What follows belongs to an exercise in optimizing a design on an open flow for small area, a short achievable clock period and few clock cycles; a production flow would make more cautious choices.
The RTL was checked by simulation tests, not by an equivalence proof against the original design.
Power figures rest on the tool's default switching activity, not on a simulated workload.

Design dcache, start of the top module:
module dcache (
    input  logic  CLK,
    input  logic  nRST,
    input  logic  dmem_ren,
    input  logic  dmem_wen,
    input  logic [WORD_W-1:0] dmem_addr,
    input  logic [WORD_W-1:0] dmem_store,
    input  logic  halt,
    output logic [WORD_W-1:0] dmem_load,
    output logic  dhit,
    output logic  flushed,
    output logic  mem_ren,
    output logic  mem_wen,
    output logic [WORD_W-1:0] mem_addr,
    output logic [WORD_W-1:0] mem_store,
    input  logic [WORD_W-1:0] mem_load,
    input  logic  mem_wait
);
Size: ~4500 cells after synthesis, ~1600 flip-flops, about 200 I/O pins.
Settings: LEC_CHECK=0, CAP_MARGIN=20, CORE_MARGIN=2, CORE_UTILIZATION=40, CTS_CLUSTER_DIAMETER=100, CTS_CLUSTER_SIZE=20, PLACE_DENSITY=0.7, SETUP_SLACK_MARGIN=4.5, SLEW_MARGIN=20; clock period 8.0 ns.
run.sh (not shown) runs the stock make flow with config.mk's settings and CLKGATE_MAP_FILE= SYNTH_SCRIPT=/design/flow/synth_recipe.tcl, a recipe that flattens the netlist after the stock synthesis.
The first run finished with timing, DRC and antenna clean.
Testbench counts at the start, summed over its fixed seeds: cycles 60,673.
Next try:
CORE_UTILIZATION = 60   (was 40)
CTS_CLUSTER_DIAMETER = not set   (was 100)
CTS_CLUSTER_SIZE = not set   (was 20)
PLACE_DENSITY = not set   (was 0.7)
SETUP_SLACK_MARGIN = 4.4   (was 4.5)
Synthesized cell count does not change.
Global-route usage rises by 14 points.
Utilization rises by 23 points.
Via count falls by a few percent.
Design area falls slightly.
Die area falls by a quarter to a third.
Clock skew falls by 65 ps.
Sequential share of layout area rises by 0.34 points.
Worst hold slack is about the same.
Cell count falls by roughly a tenth.
Next try:
CORE_UTILIZATION = 40   (was 60)
Result:
- final cell count goes up by roughly a tenth
- global-route usage drops by 14 points
- register-to-register slack stays flat
- synthesized cell count does not change
- power fell slightly
- hold slack is worse by 11 ps
- count of clock-buffer cells in the layout is higher by 22
- combinational power drops by a few percent
- synthesized area does not change
- final area went up slightly
- wire length rose by a few percent

---

AL:
The RTL this note starts from:
==> flow/design.v <==
`default_nettype none
package dcache_pkg;
    localparam int WORD_W      = 32;
    localparam int SETS        = 8;
    localparam int WAYS        = 2;
    localparam int BLOCK_WORDS = 2;
    localparam int IDX_W       = 3;
    localparam int TAG_W       = 26;
    localparam int FLUSH_STEPS = 32;
    typedef logic [WORD_W-1:0] word_t;
    typedef struct packed {
        logic [TAG_W-1:0] tag;
        logic [IDX_W-1:0] idx;
        logic             blkoff;
        logic [1:0]       bytoff;
    } dcache_addr_t;
    typedef union packed {
        word_t        raw;
        dcache_addr_t f;
    } dcache_addr_u;
    typedef enum logic [2:0] {
        IDLE,
        WB0,
        WB1,
        FILL0,
        FILL1,
        FLUSH,
        FLUSHED
    } dcache_state_t;
endpackage
`default_nettype wire
`timescale 1ns/1ps
`default_nettype none
import dcache_pkg::*;
module dcache (
    input  logic  CLK,
    input  logic  nRST,
    input  logic  dmem_ren,
    input  logic  dmem_wen,
    input  logic [WORD_W-1:0] dmem_addr,
    input  logic [WORD_W-1:0] dmem_store,
    input  logic  halt,
    output logic [WORD_W-1:0] dmem_load,
    output logic  dhit,
    output logic  flushed,
    output logic  mem_ren,
    output logic  mem_wen,
    output logic [WORD_W-1:0] mem_addr,
    output logic [WORD_W-1:0] mem_store,
    input  logic [WORD_W-1:0] mem_load,
    input  logic  mem_wait
);
    localparam int LINES = SETS * WAYS;
    logic st_idle, st_hit, st_wb1, st_wb2, st_f1, st_f2;
    logic st_fsel, st_fwb, st_done;
    logic fsecond;      
    logic ren_q;        
    logic wen_q;        
    logic [LINES-1:0]  valid;
    logic [LINES-1:0]  dirty;
    logic [SETS-1:0]   lru;      
    logic [TAG_W-1:0]  tags [LINES];
    logic [WORD_W-1:0] data [LINES][BLOCK_WORDS];
    logic              hway;     
    logic              vway;     
    logic [SETS-1:0]   rsel_q;   
    logic              blk_q;    
    logic              wr_q;     
    logic [WORD_W-1:0] ldw;      
    logic [WORD_W-1:0] stw;      
    logic [3:0]        fline;    
    logic [WORD_W-1:0] maddr;    
    logic             req;
    logic [TAG_W-1:0] rtag;
    logic [IDX_W-1:0] ridx;
    logic             rblk;
    assign req  = dmem_ren | dmem_wen;
    assign rtag = dmem_addr[31:6];
    assign ridx = dmem_addr[5:3];
    assign rblk = dmem_addr[2];
    logic [LINES-1:0] eq;
    always_comb begin
        for (int l = 0; l < LINES; l++) begin
            eq[l] = valid[l] && (tags[l] == rtag);
        end
    end
    logic [1:0] way_hit;
    logic       hit;
    assign way_hit[0] = eq[{ridx, 1'b0}];
    assign way_hit[1] = eq[{ridx, 1'b1}];
    assign hit        = |way_hit;
    logic [SETS-1:0] vdset;
    always_comb begin
        for (int s = 0; s < SETS; s++) begin
            vdset[s] = lru[s] ? dirty[2 * s + 1] : dirty[2 * s];
        end
    end
    logic victim;
    logic vdirty;
    assign victim = lru[ridx];
    assign vdirty = vdset[ridx];
    logic [LINES-1:0] fdirty;
    logic [3:0]       pe_next;
    logic [3:0]       pe_line;
    logic             any_dirty;
    always_comb begin
        fdirty = dirty;
        if (st_fwb) fdirty[fline] = 1'b0;
        pe_next = '0;
        for (int l = LINES - 1; l >= 0; l--) begin
            if (fdirty[l]) pe_next = 4'(l);
        end
    end
    always_ff @(posedge CLK) begin
        pe_line   <= pe_next;
        any_dirty <= |fdirty;
    end
    logic fnext;
    assign fnext = st_fsel || (st_fwb && fsecond);
    logic [IDX_W-1:0] sidx;
    logic             sway;
    logic             rsel;
    assign sidx = fnext ? pe_line[3:1] : (st_fwb ? fline[3:1] : ridx);
    assign sway = fnext ? pe_line[0] : (st_fwb ? fline[0] : (st_idle ? victim : vway));
    assign rsel = fnext ? 1'b0 : (st_fwb ? 1'b1 : (st_idle ? rblk : ~blk_q));
    logic [WORD_W-1:0] d0, d1;
    logic [TAG_W-1:0]  t0, t1, wtag;
    assign d0   = data[{sidx, 1'b0}][rsel];
    assign d1   = data[{sidx, 1'b1}][rsel];
    assign t0   = tags[{sidx, 1'b0}];
    assign t1   = tags[{sidx, 1'b1}];
    assign wtag = sway ? t1 : t0;
    logic xfer_done;
    assign xfer_done = !mem_wait && (st_wb1 || st_wb2 || st_f1 || st_f2 || st_fwb);
    logic load_st;
    assign load_st = st_idle || st_fsel || (!mem_wait && (st_wb1 || st_fwb));
    always_ff @(posedge CLK) begin
        if (st_idle) begin
            ldw <= ({WORD_W{way_hit[0]}} & d0) |
                   ({WORD_W{way_hit[1]}} & d1);
        end
        if (load_st) begin
            stw <= sway ? d1 : d0;
        end
    end
    always_ff @(posedge CLK) begin
        if (st_idle) begin
            if (vdirty) maddr <= {wtag, ridx, rblk, 2'b00};
            else        maddr <= {rtag, ridx, ~rblk, 2'b00};
        end else if (st_fsel || (st_fwb && fsecond && !mem_wait)) begin
            maddr <= {wtag, pe_line[3:1], 1'b0, 2'b00};
        end else if (xfer_done) begin
            if (st_wb2) maddr <= {rtag, ridx, ~blk_q, 2'b00};
            else        maddr[2] <= ~maddr[2];
        end
    end
    assign dhit      = st_hit || (st_f2 && !mem_wait);
    assign dmem_load = ldw | ({WORD_W{st_f2}} & mem_load);
    assign flushed   = st_done;
    assign mem_wen   = wen_q;
    assign mem_ren   = ren_q;
    assign mem_store = stw;
    assign mem_addr  = maddr;
    logic              fill;
    logic              fword;
    logic [WORD_W-1:0] din [BLOCK_WORDS];
    assign fill   = st_f1 || st_f2;
    assign fword  = blk_q ^ st_f1;
    assign din[0] = (wr_q && !blk_q) ? dmem_store : mem_load;
    assign din[1] = (wr_q &&  blk_q) ? dmem_store : mem_load;
    always_ff @(posedge CLK) begin
        for (int l = 0; l < LINES; l++) begin
            for (int b = 0; b < BLOCK_WORDS; b++) begin
                if ((st_hit && wr_q && rsel_q[l / 2] && hway == l[0] && blk_q == b[0]) ||
                    (fill && !mem_wait && rsel_q[l / 2] && vway == l[0] && fword == b[0])) begin
                    data[l][b] <= din[b];
                end
            end
            if (st_f2 && !mem_wait && rsel_q[l / 2] && vway == l[0]) begin
                tags[l] <= rtag;
            end
        end
    end
    always_ff @(posedge CLK) begin
        if (st_idle) begin
            hway <= way_hit[1];
            vway <= victim;
            for (int s = 0; s < SETS; s++) begin
                rsel_q[s] <= (ridx == s);
            end
            blk_q <= rblk;
            wr_q  <= dmem_wen;
        end
        if (fnext && (st_fsel || !mem_wait)) begin
            fline <= pe_line;
        end
    end
    always_ff @(posedge CLK, negedge nRST) begin
        if (!nRST) begin
            st_idle <= 1'b1;
            st_hit  <= 1'b0;
            st_wb1  <= 1'b0;
            st_wb2  <= 1'b0;
            st_f1   <= 1'b0;
            st_f2   <= 1'b0;
            st_fsel <= 1'b0;
            st_fwb  <= 1'b0;
            st_done <= 1'b0;
            fsecond <= 1'b0;
            ren_q   <= 1'b0;
            wen_q   <= 1'b0;
            valid   <= '0;
            dirty   <= '0;
            lru     <= '0;
        end else begin
            if (st_idle) begin
                ren_q   <= req && !hit && !vdirty;
                wen_q   <= req && !hit && vdirty;
                st_idle <= !req && !halt;
                st_hit  <= req && hit;
                st_wb1  <= req && !hit && vdirty;
                st_f1   <= req && !hit && !vdirty;
                st_fsel <= !req && halt;
            end
            if (st_hit) begin
                lru[ridx] <= ~hway;
                if (wr_q) dirty[{ridx, hway}] <= 1'b1;
                st_hit  <= 1'b0;
                st_idle <= 1'b1;
            end
            if (!mem_wait) begin
                if (st_wb1) begin
                    st_wb1 <= 1'b0;
                    st_wb2 <= 1'b1;
                end
                if (st_wb2) begin
                    st_wb2 <= 1'b0;
                    st_f1  <= 1'b1;
                    wen_q  <= 1'b0;
                    ren_q  <= 1'b1;
                end
                if (st_f1) begin
                    st_f1 <= 1'b0;
                    st_f2 <= 1'b1;
                end
                if (st_f2) begin
                    st_f2               <= 1'b0;
                    ren_q               <= 1'b0;
                    st_idle             <= 1'b1;
                    valid[{ridx, vway}] <= 1'b1;
                    dirty[{ridx, vway}] <= wr_q;
                    lru[ridx]           <= ~vway;
                end
                if (st_fwb) begin
                    fsecond <= !fsecond;
                    if (fsecond) begin
                        dirty[fline] <= 1'b0;
                        if (!any_dirty) begin
                            wen_q   <= 1'b0;
                            st_fwb  <= 1'b0;
                            st_done <= 1'b1;
                        end
                    end
                end
            end
            if (st_fsel) begin
                fsecond <= 1'b0;
                st_fsel <= 1'b0;
                if (any_dirty) begin
                    st_fwb <= 1'b1;
                    wen_q  <= 1'b1;
                end else begin
                    st_done <= 1'b1;
                end
            end
        end
    end
endmodule
`default_nettype wire
export LEC_CHECK = 0
export CAP_MARGIN = 20
export CORE_MARGIN = 2
export CORE_UTILIZATION = 40
export CTS_CLUSTER_DIAMETER = 100
export CTS_CLUSTER_SIZE = 20
export SETUP_SLACK_MARGIN = 4.5
export SLEW_MARGIN = 20
create_clock -name core_clock -period 8.0 [get_ports {CLK}]
Testbench counts of AL, summed over its fixed seeds: cycles 60,673.
The following lists how JK was set up differently from AL:
Settings: SETUP_SLACK_MARGIN now 4.4, was 4.5; CTS_CLUSTER_SIZE no longer set, was 20; CTS_CLUSTER_DIAMETER no longer set, was 100.
Critical path's largest stage delay delta (JK -> AL): insignificant. Detailed-router iteration count before antenna repair came out exactly the same in JK and AL. Share of the final layout cell area in sequential cells, JK and AL: lower on AL. JK: relative area of clock buffers and inverters in the final design is 3.4 points higher than what AL reported. AL | status: complete | timing, DRC, antenna: pass. Having completed the whole flow, JK delivered a layout that passed the timing, design-rule and antenna checks. JK vs. AL: routed wire length now smaller, maximum frequency shows a reduction of 0.74%, number of nets in the finished design now sits lower. JK: fraction of the cycle the final worst path needs is 0.36 points higher than what AL reported. The total power number comes out higher for JK vs AL. As of JK, total non-filler cell area in the finished layout had fallen slightly compared to AL.

## what the ideal ports hide
The results above use ideal ports. As a check the final layouts listed here were re-extracted and re-timed, cells and wires unchanged. Step 1 assumes that a clkbuf_16 drives the clock port and a buf_2 every other input. Step 2 times the ports against the registers' clock, not the clock port: input delays grow and output delays shrink by t, the midpoint of the rising clock arrivals with the driver on. Slacks: no drivers / after step 1 / after step 2; pairs: no drivers / after step 1.
run	t (ns)	slack for setup (ns)	latest minus earliest clock arrival (ns)	worst register clock-pin slew, ns	worst data-port slew with drivers (ns)
the first run of note 1	0.828	4.184 / 4.066 / 3.454	0.097 / 0.097	0.10 / 0.10	0.19
the second run of note 1	0.859	4.233 / 4.176 / 3.402	0.023 / 0.023	0.07 / 0.07	0.10
the third run of note 1	0.900	4.173 / 4.104 / 3.461	0.048 / 0.048	0.06 / 0.06	0.15
AL	0.832	4.178 / 4.115 / 3.438	0.079 / 0.079	0.10 / 0.10	0.13
JK	0.894	4.150 / 4.089 / 3.467	0.092 / 0.091	0.06 / 0.06	0.13
After both steps every run listed still meets setup and hold. The setup slack of the second run of note 1, which loses most, moves by -0.057 ns with the drivers and by -0.831 ns with both steps.
